Context: an optimization exercise on an open-source flow, tuned for small area, a short achievable clock period and few clock cycles. The choices shown serve that exercise and are no tape-out recipe.
Function was checked by simulation only, so behaviour that the tests miss may differ from the original.
Power and IR drop assume default switching activity.

$ cat flow/design.v
`default_nettype none
package hkre_pkg;
  localparam int ReportKeys      = 6;
  localparam int KeySlotsDefault = 6;
  localparam int ModWrites       = 3;
  localparam logic [7:0] CodeShift = 8'hAE;
  localparam logic [7:0] CodeCtrl  = 8'hAF;
  localparam logic [7:0] CodeAlt   = 8'hB1;
  localparam logic [7:0] ModShiftMask = 8'h22;
  localparam logic [7:0] ModCtrlMask  = 8'h11;
  localparam logic [7:0] ModAltMask   = 8'h44;
  typedef struct packed {
    logic [7:0] modifiers;
    logic [7:0] key_0;
    logic [7:0] key_1;
    logic [7:0] key_2;
    logic [7:0] key_3;
    logic [7:0] key_4;
    logic [7:0] key_5;
  } report_t;
  typedef struct packed {
    logic [7:0] state_code;
    logic       state_value;
    logic       last_write;
  } key_write_t;
endpackage
`default_nettype wire
`default_nettype none
module hkre_xlate (
  input  logic [7:0] code_i,
  output logic [7:0] scan_o
);
  logic [7:0] x;
  always_comb begin
    case (code_i[6:0])
      7'h00: x = 8'h00; 7'h01: x = 8'h00; 7'h02: x = 8'h00; 7'h03: x = 8'h00;
      7'h04: x = 8'hC2; 7'h05: x = 8'hD9; 7'h06: x = 8'hCE; 7'h07: x = 8'hCD;
      7'h08: x = 8'hCC; 7'h09: x = 8'hD2; 7'h0A: x = 8'hD8; 7'h0B: x = 8'hDD;
      7'h0C: x = 8'hE6; 7'h0D: x = 8'hE2; 7'h0E: x = 8'hE7; 7'h0F: x = 8'hEC;
      7'h10: x = 8'hE3; 7'h11: x = 8'hDE; 7'h12: x = 8'hEB; 7'h13: x = 8'hF0;
      7'h14: x = 8'hC1; 7'h15: x = 8'hD1; 7'h16: x = 8'hC7; 7'h17: x = 8'hD7;
      7'h18: x = 8'hE1; 7'h19: x = 8'hD3; 7'h1A: x = 8'hC6; 7'h1B: x = 8'hC8;
      7'h1C: x = 8'hDC; 7'h1D: x = 8'hC3; 7'h1E: x = 8'hC0; 7'h1F: x = 8'hC5;
      7'h20: x = 8'hCB; 7'h21: x = 8'hD0; 7'h22: x = 8'hD6; 7'h23: x = 8'hDB;
      7'h24: x = 8'hE0; 7'h25: x = 8'hE5; 7'h26: x = 8'hEA; 7'h27: x = 8'hEF;
      7'h28: x = 8'hBD; 7'h29: x = 8'h71; 7'h2A: x = 8'hBC; 7'h2B: x = 8'hBE;
      7'h2C: x = 8'hD4; 7'h2D: x = 8'hF9; 7'h2E: x = 8'hF5; 7'h2F: x = 8'hFA;
      7'h30: x = 8'hF6; 7'h31: x = 8'hF7; 7'h32: x = 8'hBF; 7'h33: x = 8'hF2;
      7'h34: x = 8'hE8; 7'h35: x = 8'hBF; 7'h36: x = 8'hFB; 7'h37: x = 8'hED;
      7'h38: x = 8'hF3; 7'h39: x = 8'h00; 7'h3A: x = 8'h56; 7'h3B: x = 8'h57;
      7'h3C: x = 8'h58; 7'h3D: x = 8'h59; 7'h3E: x = 8'h5A; 7'h3F: x = 8'h64;
      7'h40: x = 8'h65; 7'h41: x = 8'h66; 7'h42: x = 8'h67; 7'h43: x = 8'h68;
      7'h44: x = 8'h71; 7'h45: x = 8'h72; 7'h46: x = 8'h7C; 7'h47: x = 8'h7D;
      7'h48: x = 8'hB0; 7'h49: x = 8'h8B; 7'h4A: x = 8'h8A; 7'h4B: x = 8'h8E;
      7'h4C: x = 8'h8C; 7'h4D: x = 8'h8D; 7'h4E: x = 8'h8F; 7'h4F: x = 8'hA8;
      7'h50: x = 8'hA7; 7'h51: x = 8'hA9; 7'h52: x = 8'hAA; 7'h53: x = 8'hA1;
      7'h54: x = 8'hA2; 7'h55: x = 8'hA3; 7'h56: x = 8'hA4; 7'h57: x = 8'h9C;
      7'h58: x = 8'h95; 7'h59: x = 8'h96; 7'h5A: x = 8'h97; 7'h5B: x = 8'h98;
      7'h5C: x = 8'h99; 7'h5D: x = 8'h9A; 7'h5E: x = 8'h9B; 7'h5F: x = 8'h9D;
      7'h60: x = 8'h9E; 7'h61: x = 8'h9F; 7'h62: x = 8'h92; 7'h63: x = 8'h94;
      7'h64: x = 8'hF7; 7'h65: x = 8'hB1; 7'h66: x = 8'h00; 7'h67: x = 8'hF5;
      7'h68: x = 8'h73; 7'h69: x = 8'h74; 7'h6A: x = 8'h7C; 7'h6B: x = 8'h7D;
      7'h6C: x = 8'h80; 7'h6D: x = 8'h81; 7'h6E: x = 8'h82; 7'h6F: x = 8'h83;
      7'h70: x = 8'hA1; 7'h71: x = 8'hA2; 7'h72: x = 8'hA3; 7'h73: x = 8'hA4;
      7'h74: x = 8'h7D; 7'h75: x = 8'h7C; 7'h76: x = 8'h74; 7'h77: x = 8'h8D;
      7'h78: x = 8'h00; 7'h79: x = 8'h00; 7'h7A: x = 8'h00; 7'h7B: x = 8'h00;
      7'h7C: x = 8'h00; 7'h7D: x = 8'h00; 7'h7E: x = 8'h8A; default: x = 8'h00;
    endcase
  end
  assign scan_o = code_i[7] ? 8'h00 : x;
endmodule
`default_nettype wire
`default_nettype none
module hkre_lane #(
  parameter int UsedSlots = hkre_pkg::KeySlotsDefault
) (
  input  logic [7:0]                old_key_i,
  input  logic [7:0]                new_key_i,
  input  logic [UsedSlots-1:0][7:0] old_keys_i,
  input  logic [UsedSlots-1:0][7:0] new_keys_i,
  output logic                      rel_vld_o,
  output logic [7:0]                rel_code_o,
  output logic                      prs_vld_o,
  output logic [7:0]                prs_code_o
);
  logic       old_in_new;
  logic       new_in_old;
  logic [7:0] rel_x;
  logic [7:0] prs_x;
  always_comb begin
    old_in_new = 1'b0;
    new_in_old = 1'b0;
    for (int i = 0; i < UsedSlots; i++) begin
      if (new_keys_i[i] == old_key_i) old_in_new = 1'b1;
      if (old_keys_i[i] == new_key_i) new_in_old = 1'b1;
    end
  end
  hkre_xlate u_rel_x (.code_i(old_key_i), .scan_o(rel_x));
  hkre_xlate u_prs_x (.code_i(new_key_i), .scan_o(prs_x));
  assign rel_vld_o  = (old_key_i != 8'h00) && !old_in_new && (rel_x != 8'h00);
  assign rel_code_o = rel_x;
  assign prs_vld_o  = (new_key_i != 8'h00) && !new_in_old && (prs_x != 8'h00);
  assign prs_code_o = prs_x;
endmodule
`default_nettype wire
`default_nettype none
module hkre_merge #(
  parameter int NumWrites = hkre_pkg::ModWrites + 2 * hkre_pkg::KeySlotsDefault
) (
  input  logic                         clk_i,
  input  logic                         rst_ni,
  input  logic                         job_vld_i,
  input  logic [NumWrites-1:0]         job_mask_i,
  input  logic [NumWrites-1:0][7:0]    job_code_i,
  input  logic [NumWrites-1:0]         job_val_i,
  output logic                         job_take_o,
  output logic                         out_valid_o,
  input  logic                         out_stall_i,
  output hkre_pkg::key_write_t         out_data_o
);
  localparam int IdxW = $clog2(NumWrites);
  logic [NumWrites-1:0] mask_q;
  logic [NumWrites-1:0] mask_d;
  logic [NumWrites-1:0][7:0] code_q;
  logic [NumWrites-1:0] val_q;
  logic                 out_vld_q;
  logic                 out_vld_d;
  hkre_pkg::key_write_t           out_q;
  hkre_pkg::key_write_t           out_d;
  logic [NumWrites-1:0] low;
  logic [NumWrites-1:0] rest;
  logic [IdxW-1:0]      sel;
  logic                 busy;
  logic                 advance;
  logic                 last_now;
  assign busy     = |mask_q;
  assign low      = mask_q & (~mask_q + NumWrites'(1));
  assign rest     = mask_q & ~low;
  assign last_now = busy && (rest == '0);
  assign advance  = !out_vld_q || !out_stall_i;
  always_comb begin
    sel = '0;
    for (int i = NumWrites - 1; i >= 0; i--) begin
      if (mask_q[i]) sel = IdxW'(i);
    end
  end
  assign job_take_o = job_vld_i && advance && (!busy || last_now);
  always_comb begin
    out_vld_d = out_vld_q;
    out_d     = out_q;
    mask_d    = mask_q;
    if (advance) begin
      out_vld_d         = busy;
      out_d.state_code  = code_q[sel];
      out_d.state_value = val_q[sel];
      out_d.last_write  = last_now;
      mask_d            = job_take_o ? job_mask_i : rest;
    end
  end
  always_ff @(posedge clk_i or negedge rst_ni) begin
    if (!rst_ni) begin
      mask_q    <= '0;
      out_vld_q <= 1'b0;
    end else begin
      mask_q    <= mask_d;
      out_vld_q <= out_vld_d;
    end
  end
  always_ff @(posedge clk_i) begin
    out_q <= out_d;
    if (job_take_o) begin
      code_q <= job_code_i;
      val_q  <= job_val_i;
    end
  end
  assign out_valid_o = out_vld_q;
  assign out_data_o  = out_q;
endmodule
`default_nettype wire
`default_nettype none
module hid_keyboard_report_to_key_events_core #(
  parameter int KEY_SLOTS = hkre_pkg::KeySlotsDefault
) (
  input  logic        clk_i,
  input  logic        rst_ni,
  input  logic        in_valid_i,
  output logic        in_stall_o,
  input  logic [55:0] in_data_i,
  output logic        out_valid_o,
  input  logic        out_stall_i,
  output logic [9:0]  out_data_o
);
  localparam int UsedSlots = (KEY_SLOTS < hkre_pkg::ReportKeys) ? KEY_SLOTS : hkre_pkg::ReportKeys;
  localparam int NumWrites = hkre_pkg::ModWrites + 2 * UsedSlots;
  hkre_pkg::report_t                   in_rep;
  logic [hkre_pkg::ReportKeys-1:0][7:0] now_keys;
  logic [UsedSlots-1:0][7:0] new_keys;
  logic [UsedSlots-1:0][7:0] prev_q;
  logic [UsedSlots-1:0]      rel_vld;
  logic [UsedSlots-1:0][7:0] rel_code;
  logic [UsedSlots-1:0]      prs_vld;
  logic [UsedSlots-1:0][7:0] prs_code;
  logic                 job_vld_q, job_vld_d;
  logic [NumWrites-1:0] job_mask_q, job_mask_d;
  logic [NumWrites-1:0][7:0] job_code_q, job_code_d;
  logic [NumWrites-1:0] job_val_q, job_val_d;
  logic                 job_take;
  logic                 accept;
  assign in_rep = in_data_i;
  assign now_keys[0] = in_rep.key_0;
  assign now_keys[1] = in_rep.key_1;
  assign now_keys[2] = in_rep.key_2;
  assign now_keys[3] = in_rep.key_3;
  assign now_keys[4] = in_rep.key_4;
  assign now_keys[5] = in_rep.key_5;
  for (genvar g = 0; g < UsedSlots; g++) begin : g_lane
    assign new_keys[g] = now_keys[g];
    hkre_lane #(.UsedSlots(UsedSlots)) u_lane (
      .old_key_i  (prev_q[g]),
      .new_key_i  (new_keys[g]),
      .old_keys_i (prev_q),
      .new_keys_i (new_keys),
      .rel_vld_o  (rel_vld[g]),
      .rel_code_o (rel_code[g]),
      .prs_vld_o  (prs_vld[g]),
      .prs_code_o (prs_code[g])
    );
  end
  assign in_stall_o = job_vld_q && !job_take;
  assign accept     = in_valid_i && !in_stall_o;
  always_comb begin
    job_mask_d     = '0;
    job_mask_d[0]  = 1'b1;
    job_mask_d[1]  = 1'b1;
    job_mask_d[2]  = 1'b1;
    job_code_d[0] = hkre_pkg::CodeShift;
    job_val_d[0]  = |(in_rep.modifiers & hkre_pkg::ModShiftMask);
    job_code_d[1] = hkre_pkg::CodeCtrl;
    job_val_d[1]  = |(in_rep.modifiers & hkre_pkg::ModCtrlMask);
    job_code_d[2] = hkre_pkg::CodeAlt;
    job_val_d[2]  = |(in_rep.modifiers & hkre_pkg::ModAltMask);
    for (int i = 0; i < UsedSlots; i++) begin
      job_mask_d[hkre_pkg::ModWrites + 2*i]     = rel_vld[i];
      job_code_d[hkre_pkg::ModWrites + 2*i]     = rel_code[i];
      job_val_d[hkre_pkg::ModWrites + 2*i]      = 1'b0;
      job_mask_d[hkre_pkg::ModWrites + 2*i + 1] = prs_vld[i];
      job_code_d[hkre_pkg::ModWrites + 2*i + 1] = prs_code[i];
      job_val_d[hkre_pkg::ModWrites + 2*i + 1]  = 1'b1;
    end
  end
  always_comb begin
    job_vld_d = job_vld_q;
    if (accept) begin
      job_vld_d = 1'b1;
    end else if (job_take) begin
      job_vld_d = 1'b0;
    end
  end
  always_ff @(posedge clk_i or negedge rst_ni) begin
    if (!rst_ni) begin
      job_vld_q <= 1'b0;
      prev_q    <= '0;
    end else begin
      job_vld_q <= job_vld_d;
      if (accept) begin
        prev_q <= new_keys;
      end
    end
  end
  always_ff @(posedge clk_i) begin
    if (accept) begin
      job_mask_q <= job_mask_d;
      job_code_q <= job_code_d;
      job_val_q  <= job_val_d;
    end
  end
  hkre_merge #(.NumWrites(NumWrites)) u_merge (
    .clk_i       (clk_i),
    .rst_ni      (rst_ni),
    .job_vld_i   (job_vld_q),
    .job_mask_i  (job_mask_q),
    .job_code_i  (job_code_q),
    .job_val_i   (job_val_q),
    .job_take_o  (job_take),
    .out_valid_o (out_valid_o),
    .out_stall_i (out_stall_i),
    .out_data_o  (out_data_o)
  );
endmodule
`default_nettype wire
$ cat flow/run.sh
#!/bin/bash
# synth_recipe.tcl (not shown) runs the flow's synth.tcl, then flattens the netlist and writes it again
# the make line also repeats each setting of config.mk as NAME=value (left out here)
make -C /OpenROAD-flow-scripts/flow DESIGN_CONFIG=/design/flow/config.mk WORK_HOME=/design/flow/orfs CLKGATE_MAP_FILE= SYNTH_SCRIPT=/design/flow/synth_recipe.tcl finish
$ cat flow/config.mk
export PLATFORM = sky130hd
export DESIGN_NAME = hid_keyboard_report_to_key_events_core
export DESIGN_NICKNAME = hid_keyboard_report_to_key_events_core
export VERILOG_FILES = /design/flow/design.v
export SDC_FILE = /design/flow/constraint.sdc
export NUM_CORES = 4
export LEC_CHECK = 0
export CAP_MARGIN = 20
export CORE_MARGIN = 2
export CORE_UTILIZATION = 40
export SLEW_MARGIN = 20
$ cat flow/constraint.sdc
create_clock -name core_clock -period 5.0 [get_ports {clk_i}]
set_input_delay 1.0000 -clock core_clock [delete_from_list [all_inputs] [get_ports {clk_i}]]
set_output_delay 1.0000 -clock core_clock [all_outputs]
set_load 0.01 [all_outputs]
==> impl_results.md <==
* Pin count of the biggest net entering global routing at 109
* Vias in the first global route at 27,600
* Startpoint of the worst setup timing path: out_stall_i
* Placed Cells incl. Taps at 4,710
* GR Overflow Total at 0
* Worst R2R Path Depth at 9
* Category of cells accounting for the largest share of critical-path delay: buffers and inverters
* Setup violations, final at 0
* Unrepaired setup endpoints after global routing: no
* Remaining number of nets flagged by the antenna check after routing at 0
* Unique cell type count in the Yosys netlist at 97
* Ordered cell list for the critical path: clkdlybuf4s50_1 -> nand2_1 -> buf_4 -> a22o_1 -> a31oi_1 -> clkdlybuf4s50_1
* Number of nets in the synthesized netlist at 4,066
* Endpoint of the worst register-to-register path: job_mask_q[7]$_DFFE_PP_
* Crit path DAT at 2.99 ns
* Filler cell count in the final layout at 7,755
* Largest fanout of any net on the critical path at 16
* Synth cell count leaders: sky130_fd_sc_hd__nand2_1, sky130_fd_sc_hd__o21ai_0, sky130_fd_sc_hd__nor2_1, sky130_fd_sc_hd__clkbuf_1, sky130_fd_sc_hd__a21oi_1
* Post-synth EDFFs at 220
* Number of CTS-inserted buffers at 36
* Final Routed Wirelength at 108,000 µm
* Horizontal die dimension at 282 µm
* Core ar. at 0.0771 mm²
* Async SR Flop Fraction at 22.8%
* CTS sink count at 285
* Number of gates resized after CTS at 0
* Launching point of the worst reg2reg path: prev_q[16]$_DFFE_PN0P_
* Worst path max stage delay at 0.61 ns
* Combined area of the multi-input logic cells at 0.0206 mm²
* Floorplan die area at 0.0797 mm²
* Worst slew pin tran at 1.10 ns
* Final instance count without filler cells at 4,777
* Vias per inst at 6.40
* Crit path buf inv count at 3
* Fin. Hold Viols at 0
* Pwr/cell area at 606 mW/mm²
* Post-layout net count at 3,867
* Class of the most critical setup path: primary input to primary output
* Effective utilization at floorplan at 40.2%
* Fraction of the yosys area taken by sequential cells at 26.6%
* Setup TNS after final layout at 0 ns
* Insertion delay to the later sink of the worst-skew pair at 0.57 ns
* Yosys Warn Count at 4
* Post-synthesis cell type with the largest combined area: sky130_fd_sc_hd__edfxtp_1
* Most used standard cell by instance count after synthesis: sky130_fd_sc_hd__nand2_1
* Clock H-tree levels at 2
* Number of DRC violations after detailed-routing iteration 0 at 4,199
* Most frequent CP cell: sky130_fd_sc_hd__clkdlybuf4s50_1
* Most instantiated flip-flop cell in the synthesis netlist: sky130_fd_sc_hd__edfxtp_1
* Minimum clock period at 3.99 ns
* Rel. slew slack at 26.9%
* Cell count after synthesis at 3,907
* Worst vdd rail ir drop at 0.305 mV
* Buffers added on ports at 69
* CP startpoint kind: primary input
* Number of antenna violations at the first check in global routing at 7
* Synthesized cell area at 0.0310 mm²
* Run status: timing/DRC/antenna clean
* Utilization after layout at 43.3%
* Area used by sequential logic in the layout at 0.00825 mm²
* Min-delay worst type: primary input to asynchronous set/reset pin
* GRT Util Overall at 26.3%
* Cell with the largest stage delay on the worst path: sky130_fd_sc_hd__clkdlybuf4s50_1
* CTS tree: done
* Synth-to-layout area growth at 7.70%
* Largest clock skew in the final design at 0.0216 ns
* # IOs at 72
* Period utilisation layout at 79.7%
* Placer Congestion at 0.966
* Wire length of the first global-routing pass at 167,000 µm
* Main area contributors after synthesis: sky130_fd_sc_hd__edfxtp_1, sky130_fd_sc_hd__xnor2_1, sky130_fd_sc_hd__dfrtp_1
* Number of detailed-route iterations in the first pass at 8
* DIE HEIGHT at 282 µm
* Minimum setup slack among reg-to-reg paths at 1.09 ns
* Max Fclk at 251 MHz
* Root Driver: sky130_fd_sc_hd__clkbuf_16
* Clock-pin slew on the worst setup and hold paths at 0.06 ns
* Number of remaining DRC errors at 0
* Critical path required time at 4.00 ns
* Final max-slew violation count at 0
* Setup crit end kind: primary output
* Number of placement rows at 102
* Largest buffer count on any clock path at 3
* Max-cap viol count at 0
* Fraction of synthesized cell area taken by the top area cell type at 21.3%
* Instance count on the critical path at 6
* DP HPWL at 74,900 µm
* Post-CTS setup-driven buffer insertion count at 0
* Cts hold-fix bufs at 0
* Routed wire per std cell at 22.6 µm
* DR vias at 30,600
* Ratio of cells with drive above 1 in the final layout at 8.11%
* Post-synthesis average cell area at 7.93 µm²
* Static leakage power at 11.9 nW
* Count of state elements after synthesis at 285
metrics by stage:
step,instance area (µm²),hold WS [ns],setup slack [ns],power (W)
floorplan,31000,0.400,0.0410,0.0137
global placement,32100,0.401,0.677,0.0172
detailed placement,32100,0.405,0.646,0.0172
CTS,33400,0.342,1.01,0.0200
global route,33400,0.356,0.885,0.0215
finish,33400,0.349,1.01,0.0202
registers in the layout, indices dropped and copies added (netlist names):
| name | count |
|---|---|
| job_mask_q | 12 |
| job_vld_q | 1 |
| job_code_q | 96 |
| u_merge.mask_q | 15 |
| u_merge.out_vld_q | 1 |
| u_merge.out_q | 10 |
| job_val_q | 3 |
| prev_q | 48 |
| u_merge.val_q | 3 |
| u_merge.code_q | 96 |
placed cells by master (no fill, tap or decap), types with 25 or more instances in the layout:
cell / n
sky130_fd_sc_hd__nand3_1: 97
sky130_fd_sc_hd__nand2_1: 329
sky130_fd_sc_hd__nor2_1: 291
sky130_fd_sc_hd__a21oi_1: 222
sky130_fd_sc_hd__nand2b_1: 119
sky130_fd_sc_hd__clkbuf_16: 36
sky130_fd_sc_hd__or2_2: 32
sky130_fd_sc_hd__nor3_1: 78
sky130_fd_sc_hd__a211oi_1: 64
sky130_fd_sc_hd__a221oi_1: 27
sky130_fd_sc_hd__xor2_1: 107
sky130_fd_sc_hd__o22ai_1: 29
sky130_fd_sc_hd__nor2b_1: 92
sky130_fd_sc_hd__o221ai_1: 25
sky130_fd_sc_hd__o31ai_1: 34
sky130_fd_sc_hd__o211ai_1: 75
sky130_fd_sc_hd__inv_1: 100
sky130_fd_sc_hd__and2_1: 27
sky130_fd_sc_hd__nor4_1: 55
sky130_fd_sc_hd__buf_4: 116
sky130_fd_sc_hd__o311ai_0: 54
sky130_fd_sc_hd__nand4_1: 69
sky130_fd_sc_hd__a311oi_1: 40
sky130_fd_sc_hd__xnor2_1: 203
sky130_fd_sc_hd__clkdlybuf4s50_1: 53
sky130_fd_sc_hd__mux2i_1: 66
sky130_fd_sc_hd__a31oi_1: 62
sky130_fd_sc_hd__dfrtp_1: 53
sky130_fd_sc_hd__o21ai_0: 298
sky130_fd_sc_hd__ha_1: 99
sky130_fd_sc_hd__edfxtp_1: 220
cell type report:
| cell class | count | share of cell area [%] |
|---|---|---|
| timing repair buffer | 186 | 4.55 |
| clock inverter | 25 | 0.848 |
| antenna | 1 | 0.00750 |
| inverter | 116 | 1.31 |
| sequential | 285 | 24.7 |
| multi-input combinational | 3083 | 61.9 |
| tap | 1040 | 3.90 |
| clock buffer | 41 | 2.79 |
power breakdown:
group / internal (W) / switching (W) / total (W) / leakage [nW]
combinational: 0.00477 / 0.00771 / 0.0125 / 8.58
sequential: 0.00366 / 0.00141 / 0.00507 / 2.76
clock: 0.00157 / 0.00110 / 0.00268 / 0.580
worst max path at each step:
stage | to | slack [ns]
3_3_place_gp | job_mask_q[12]$_DFFE_PP_ | 0.68
2_1_floorplan | u_merge.mask_q[10]$_DFFE_PN0N_ | 0.04
4_1_cts | in_stall_o | 1.01
3_5_place_dp | job_mask_q[12]$_DFFE_PP_ | 0.65
6_report | in_stall_o | 1.01
5_1_grt | in_stall_o | 0.88
logic make-up after synthesis:
family                   Yosys count  synth area share [%]
AO/OA/AOI/OAI                   1231                  27.1
XOR/XNOR                         310                  8.76
adder cells (fa/ha/maj)          102                  4.10
buffers and inverters            539                  6.83
flip-flops                       285                  26.6
multiplexers                     128                  5.26
AND/OR/NAND/NOR                 1312                  21.3
routing by layer:
layer  vias to the layer above  part of all wire [%]  global-route usage [%]  wire (µm)
met5                         -                 0.025                       0         27
met1                     14600                    44                    37.7      47000
met2                      1589                    44                    40.8      48100
met3                       215                   9.3                    4.33      10100
li1                      14200                     -                       -          -
met4                         4                   2.7                    7.33       2880
worst reg2reg max path, stage by stage, from the launching register on:
cell	delay [ns]
sky130_fd_sc_hd__dfrtp_1	0.87
sky130_fd_sc_hd__inv_1	0.26
sky130_fd_sc_hd__ha_1	0.68
sky130_fd_sc_hd__and2_1	0.20
sky130_fd_sc_hd__o221ai_1	0.11
sky130_fd_sc_hd__o21ai_0	0.21
sky130_fd_sc_hd__a221oi_1	0.11
sky130_fd_sc_hd__a211oi_1	0.65
sky130_fd_sc_hd__nor3_1	0.15
sky130_fd_sc_hd__a211oi_1	0.44
Testbench counts, summed over its fixed seeds: cycles 13,768.

==> what the ideal ports hide <==
No port has a modelled driver above. Below, the same layout with a new extraction and two added sets of constraints.
Step 1 sets driving cells, clkbuf_16 on the clock port and buf_2 on the other inputs (assumed; they add their load-dependent delay and slew).
Step 2, shift: input delay + t, output delay - t, t = (earliest + latest rising clock arrival at the registers) / 2. This alone moves slack from input paths to output paths.
a / b / c = ideal ports / drivers / drivers and shift; a / b = the first two.
t, ns: 0.628
setup slack, ns: 1.015 / 0.988 / 0.560
hold slack, ns: 0.349 / 0.313 / 0.414
worst slew at a driven data input, ns: 0.05
pins driven straight from the clock port: 1
After both steps setup and hold are still met in this run. The setup slack of this run moves by -0.027 ns with the drivers and by -0.455 ns with both steps.
